From an optimization exercise on the open Yosys and OpenROAD flow, aimed at small area and a short achievable clock period; shortcuts taken in it are not production practice. Where RTL was checked, it was by simulation tests only, not by an equivalence proof against the original. Power figures rest on the tool's default switching activity, not on a simulated workload.

// fpu_top
module fpu_top (
	input  logic                   clk,
	input  logic                   arst_n,
	input  logic                   issue,
	input  fpu_pkg::fpu_instr_t    instr,
	input  logic [32-1:0] x1,
	input  logic [32-1:0] x2,
	output fpu_pkg::fpu_res_t      result,
	output logic                   done
);
	logic [34:0]           s_d, s_q;
	logic [8-1:0] e_d, e_q;
	logic [8:0]            f_d, f_q;
	fpu_addsub u_addsub (
		.instr    (instr),
		.a        (x1),
		.b        (x2),
		.s        (s_d),
		.e_w      (e_d),
		.sign     (f_d[0]),
		.float_sel(f_d[1]),
		.addsub   (f_d[2]),
		.eff_sub  (f_d[3]),
		.spec     (f_d[4]),
		.qnan     (f_d[5]),
		.ftoi_ovf (f_d[6]),
		.ftoi_nan (f_d[7]),
		.invalid  (f_d[8])
	);
	fpu_issue u_issue (
		.clk   (clk),
		.arst_n(arst_n),
		.issue (issue),
		.s_d   (s_d),
		.e_d   (e_d),
		.f_d   (f_d),
		.s_q   (s_q),
		.e_q   (e_q),
		.f_q   (f_q),
		.done  (done)
	);
	fpu_convert u_convert (
		.s        (s_q),
		.e_w      (e_q),
		.sign     (f_q[0]),
		.float_sel(f_q[1]),
		.addsub   (f_q[2]),
  ...
clock: 19.0 ns
lec_check: 0
abc_area: 1
cap_margin: 50
core_margin: 2
core_utilization: 50
place_density: 0.65
slew_margin: 70
standard.sh (not shown) runs the stock make flow with config.mk's settings and CLKGATE_MAP_FILE= SYNTH_SCRIPT=/design/flow/synth_recipe.tcl, a recipe that flattens the netlist after the stock synthesis.
==> flow/flow/run.sh <==
#!/bin/bash
# Layout flow: the standard layout (standard.sh, with its standard synthesis unchanged)
# with two changes to how the layout is optimised, none to the constraints:
#  - every port still gets a buffer, but a sky130_fd_sc_hd__buf_2 rather than the default
#    cell buffer_ports picks;
#  - the resizer's repair_timing aims for 9 ns of setup slack, so it works on the
#    critical paths although the 19 ns clock is met anyway.
# make's output goes to standard.log; each ORFS step's tool log is copied to tool_logs/.
set -e
bash standard.sh finish SETUP_SLACK_MARGIN=9 "BUFFER_PORTS_ARGS=-buffer_cell sky130_fd_sc_hd__buf_2" > standard.log 2>&1
mkdir -p tool_logs
cp orfs/logs/*/*/*/*.log tool_logs/ 2>/dev/null || true
==> next run, changes <==
--- a/flow/flow/run.sh
+++ b/flow/flow/run.sh
@@ -9,3 +9,3 @@
 set -e
-bash standard.sh finish SETUP_SLACK_MARGIN=9 "BUFFER_PORTS_ARGS=-buffer_cell sky130_fd_sc_hd__buf_2" > standard.log 2>&1
+bash standard.sh finish SETUP_SLACK_MARGIN=8 "BUFFER_PORTS_ARGS=-buffer_cell sky130_fd_sc_hd__buf_2" > standard.log 2>&1
 mkdir -p tool_logs
Result: Total power drops by 6.8%. Hold slack hardly moves. Non-clock buffer count went down by 90.
No run of this note included a check of the RTL's function; only the layout flow was run.


## run 1
Another version of the RTL of fpu_top (not shown whole).
Size in the first run: about 2300 cells after synthesis, about 53 flip-flops, about 120 I/O pins, ~0.013 mm^2 of cells after synthesis.
==> flow/config.mk <==
export PLATFORM = sky130hd
export DESIGN_NAME = fpu_top
export DESIGN_NICKNAME = fpu_top
export VERILOG_FILES = /design/flow/design.v
export SDC_FILE = /design/flow/constraint.sdc
export NUM_CORES = 4
export LEC_CHECK = 0
export ABC_AREA = 1
export CAP_MARGIN = 50
export CORE_MARGIN = 2
export CORE_UTILIZATION = 50
export PLACE_DENSITY = 0.65
export SLEW_MARGIN = 70
export TNS_END_PERCENT = 10
==> flow/constraint.sdc <==
create_clock -name core_clock -period 19.0 [get_ports {clk}]
set_input_delay 3.8000 -clock core_clock [delete_from_list [all_inputs] [get_ports {clk}]]
set_output_delay 3.8000 -clock core_clock [all_outputs]
set_load 0.01 [all_outputs]
==> flow/flow/run.sh <==
#!/bin/bash
# Layout flow: the standard layout (standard.sh, with its standard synthesis unchanged)
# with two changes to how the layout is optimised, none to the constraints:
#  - every port still gets a buffer, but a sky130_fd_sc_hd__buf_2 rather than the default
#    cell buffer_ports picks;
#  - the resizer's repair_timing aims for 8 ns of setup slack, so it works on the
#    critical paths although the 19 ns clock is met anyway.
# make's output goes to standard.log; each ORFS step's tool log is copied to tool_logs/.
set -e
bash standard.sh finish SETUP_SLACK_MARGIN=8 "BUFFER_PORTS_ARGS=-buffer_cell sky130_fd_sc_hd__buf_2" > standard.log 2>&1
mkdir -p tool_logs
cp orfs/logs/*/*/*/*.log tool_logs/ 2>/dev/null || true
Run 1 finished all stages; the layout is clean.
Input-level comparison between run 2 and run 1:
# run 1
export LEC_CHECK = 0
export ABC_AREA = 1
export CAP_MARGIN = 50
export CORE_MARGIN = 2
export CORE_UTILIZATION = 50
export PLACE_DENSITY = 0.65
export SLEW_MARGIN = 70
export TNS_END_PERCENT = 10
create_clock -name core_clock -period 19.0 [get_ports {clk}]
# run 2
export LEC_CHECK = 0
export ABC_AREA = 1
export CAP_MARGIN = 50
export CORE_MARGIN = 2
export CORE_UTILIZATION = 65
export PLACE_DENSITY = 0.75
export SLEW_MARGIN = 70
create_clock -name core_clock -period 19.0 [get_ports {clk}]
==> run summary <==
On synthesized cell count, run 1 and run 2 are neck and neck.
Logic gate share of total power essentially unchanged between run 2 and run 1.
In the tables for run 1 and run 2, number of vias per cell reads higher with run 2.
Going from run 1 to run 2, number of standard cells in the final layout excluding fillers shrank by a few percent.
Fmax: run 1 and run 2 compared, lower one is run 1
Per the comparison of run 2 with run 1, logic depth of the worst setup path including buffers decreased about 8%, total power decreased about 0.55%.
Run 2 and run 1 ended up with roughly the same area added between synthesis and finish.
Compare run 1 and run 2 | routed wire length lower: run 2
diff inputs: run 2 => run 3
# run 2
export LEC_CHECK = 0
export ABC_AREA = 1
export CAP_MARGIN = 50
export CORE_MARGIN = 2
export CORE_UTILIZATION = 65
export PLACE_DENSITY = 0.75
export SLEW_MARGIN = 70
create_clock -name core_clock -period 19.0 [get_ports {clk}]
# run 3
export LEC_CHECK = 0
export ABC_AREA = 1
export CAP_MARGIN = 50
export CORE_MARGIN = 2
export CORE_UTILIZATION = 50
export PLACE_DENSITY = 0.65
export SLEW_MARGIN = 70
export TNS_END_PERCENT = 10
create_clock -name core_clock -period 19.0 [get_ports {clk}]
-- flow/flow/run.sh --
<<< run 2, line 9
set -e
bash standard.sh finish SETUP_SLACK_MARGIN=8 "BUFFER_PORTS_ARGS=-buffer_cell sky130_fd_sc_hd__buf_2" > standard.log 2>&1
mkdir -p tool_logs
>>> run 3, line 9
set -e
bash standard.sh finish SETUP_SLACK_MARGIN=9 "BUFFER_PORTS_ARGS=-buffer_cell sky130_fd_sc_hd__buf_2" > standard.log 2>&1
mkdir -p tool_logs
==> comparison <==
- Compared with run 2, run 3 shows sequential share of layout area lower by 0.46 points.
- Run 3: cell area higher than run 2
- Count of buffers not belonging to the clock network in the layout on run 3 is up relative to run 2.
- Of run 2 and run 3, the run reporting the higher combinational power share was run 3.
- Run 3 ends up with a share of the clock period used by the worst path after layout that is 4.0 points lower than in run 2.
- Reported clock group power: run 3 higher than run 2
## Diff of input files: run 4 against run 3
# run 3
export LEC_CHECK = 0
export ABC_AREA = 1
export CAP_MARGIN = 50
export CORE_MARGIN = 2
export CORE_UTILIZATION = 50
export PLACE_DENSITY = 0.65
export SLEW_MARGIN = 70
export TNS_END_PERCENT = 10
create_clock -name core_clock -period 19.0 [get_ports {clk}]
# run 4
export LEC_CHECK = 0
export ABC_AREA = 1
export CAP_MARGIN = 50
export CORE_MARGIN = 2
export CORE_UTILIZATION = 50
export PLACE_DENSITY = 0.65
export SLEW_MARGIN = 70
create_clock -name core_clock -period 19.0 [get_ports {clk}]
-- flow/flow/run.sh --
<<< run 3, line 9
set -e
bash standard.sh finish SETUP_SLACK_MARGIN=9 "BUFFER_PORTS_ARGS=-buffer_cell sky130_fd_sc_hd__buf_2" > standard.log 2>&1
mkdir -p tool_logs
>>> run 4, line 9
set -e
bash standard.sh finish SETUP_SLACK_MARGIN=8 "BUFFER_PORTS_ARGS=-buffer_cell sky130_fd_sc_hd__buf_2" > standard.log 2>&1
mkdir -p tool_logs
==> comparison <==
Relative to run 3, the arrival time at the worst endpoint of run 4 is higher by 4.84 ns.
Compared with run 3, in run 4 portion of the clock cycle consumed by the worst path in the final layout rose by 4.5 points; summed area of non-filler cells in the final layout fell by about 6%; clock network fraction of design power stayed essentially flat; area added between synthesis and finish fell by 6.9 points.
Relative to run 4, the following input files were edited for run 5:
-- flow/flow/run.sh --
<<< run 4, line 9
set -e
bash standard.sh finish SETUP_SLACK_MARGIN=8 "BUFFER_PORTS_ARGS=-buffer_cell sky130_fd_sc_hd__buf_2" > standard.log 2>&1
mkdir -p tool_logs
>>> run 5, line 9
set -e
bash standard.sh finish SETUP_SLACK_MARGIN=9 "BUFFER_PORTS_ARGS=-buffer_cell sky130_fd_sc_hd__buf_2" > standard.log 2>&1
mkdir -p tool_logs
==> run summary <==
In the flow results for run 5 and run 4, the detailed-router iteration count before antenna repair is smaller on run 4. The multi-input combinational cell count on run 4 is in line with that on run 5. Run 5 ends up with a critical path depth that is 8 lower than in run 4. Relative to run 4, run 5 degrades power. Run 5: count of plain and timing-repair buffers about 34% above run 4.

==> static timing again, ports no longer ideal <==
In the flow no input, the clock included, has a driving cell. The finished layouts below were timed again as built, in two steps.
Step 1 sets driving cells, clkbuf_16 on the clock port and buf_2 on the other inputs (assumed; they add their load-dependent delay and slew).
Step 2 also shifts input and output timing later by t, the mid clock arrival at the registers, as if the neighbouring blocks saw the same clock.
Three values: ideal ports, drivers, drivers and shift; two values: the first two.
| run | shift t [ns] | slack for setup (ns) | hold WS [ns] | latest minus earliest clock arrival (ns) | pins driven straight from the clock port |
|---|---|---|---|---|---|
| the first run of note 1 | 0.330 | 8.990 / 8.994 / 8.665 | 3.262 / 3.246 / 3.575 | 0.009 / 0.009 | 1 |
| the second run of note 1 | 0.325 | 8.389 / 8.409 / 8.084 | 3.264 / 3.248 / 3.573 | 0.011 / 0.011 | 1 |
| run 1 | 0.333 | 8.395 / 8.415 / 8.082 | 3.257 / 3.239 / 3.572 | 0.007 / 0.007 | 1 |
| run 2 | 0.330 | 8.492 / 8.505 / 8.176 | 3.254 / 3.242 / 3.572 | 0.010 / 0.009 | 1 |
| run 3 | 0.333 | 9.245 / 9.207 / 8.935 | 3.256 / 3.238 / 3.571 | 0.008 / 0.008 | 1 |
| run 4 | 0.333 | 8.395 / 8.415 / 8.082 | 3.257 / 3.239 / 3.572 | 0.007 / 0.007 | 1 |
| run 5 | 0.334 | 9.272 / 9.265 / 8.931 | 3.257 / 3.238 / 3.572 | 0.007 / 0.007 | 1 |
After both steps every run listed still meets setup and hold. For run 5, which loses most, drivers alone change the setup slack by -0.007 ns; drivers and shift together by -0.341 ns.
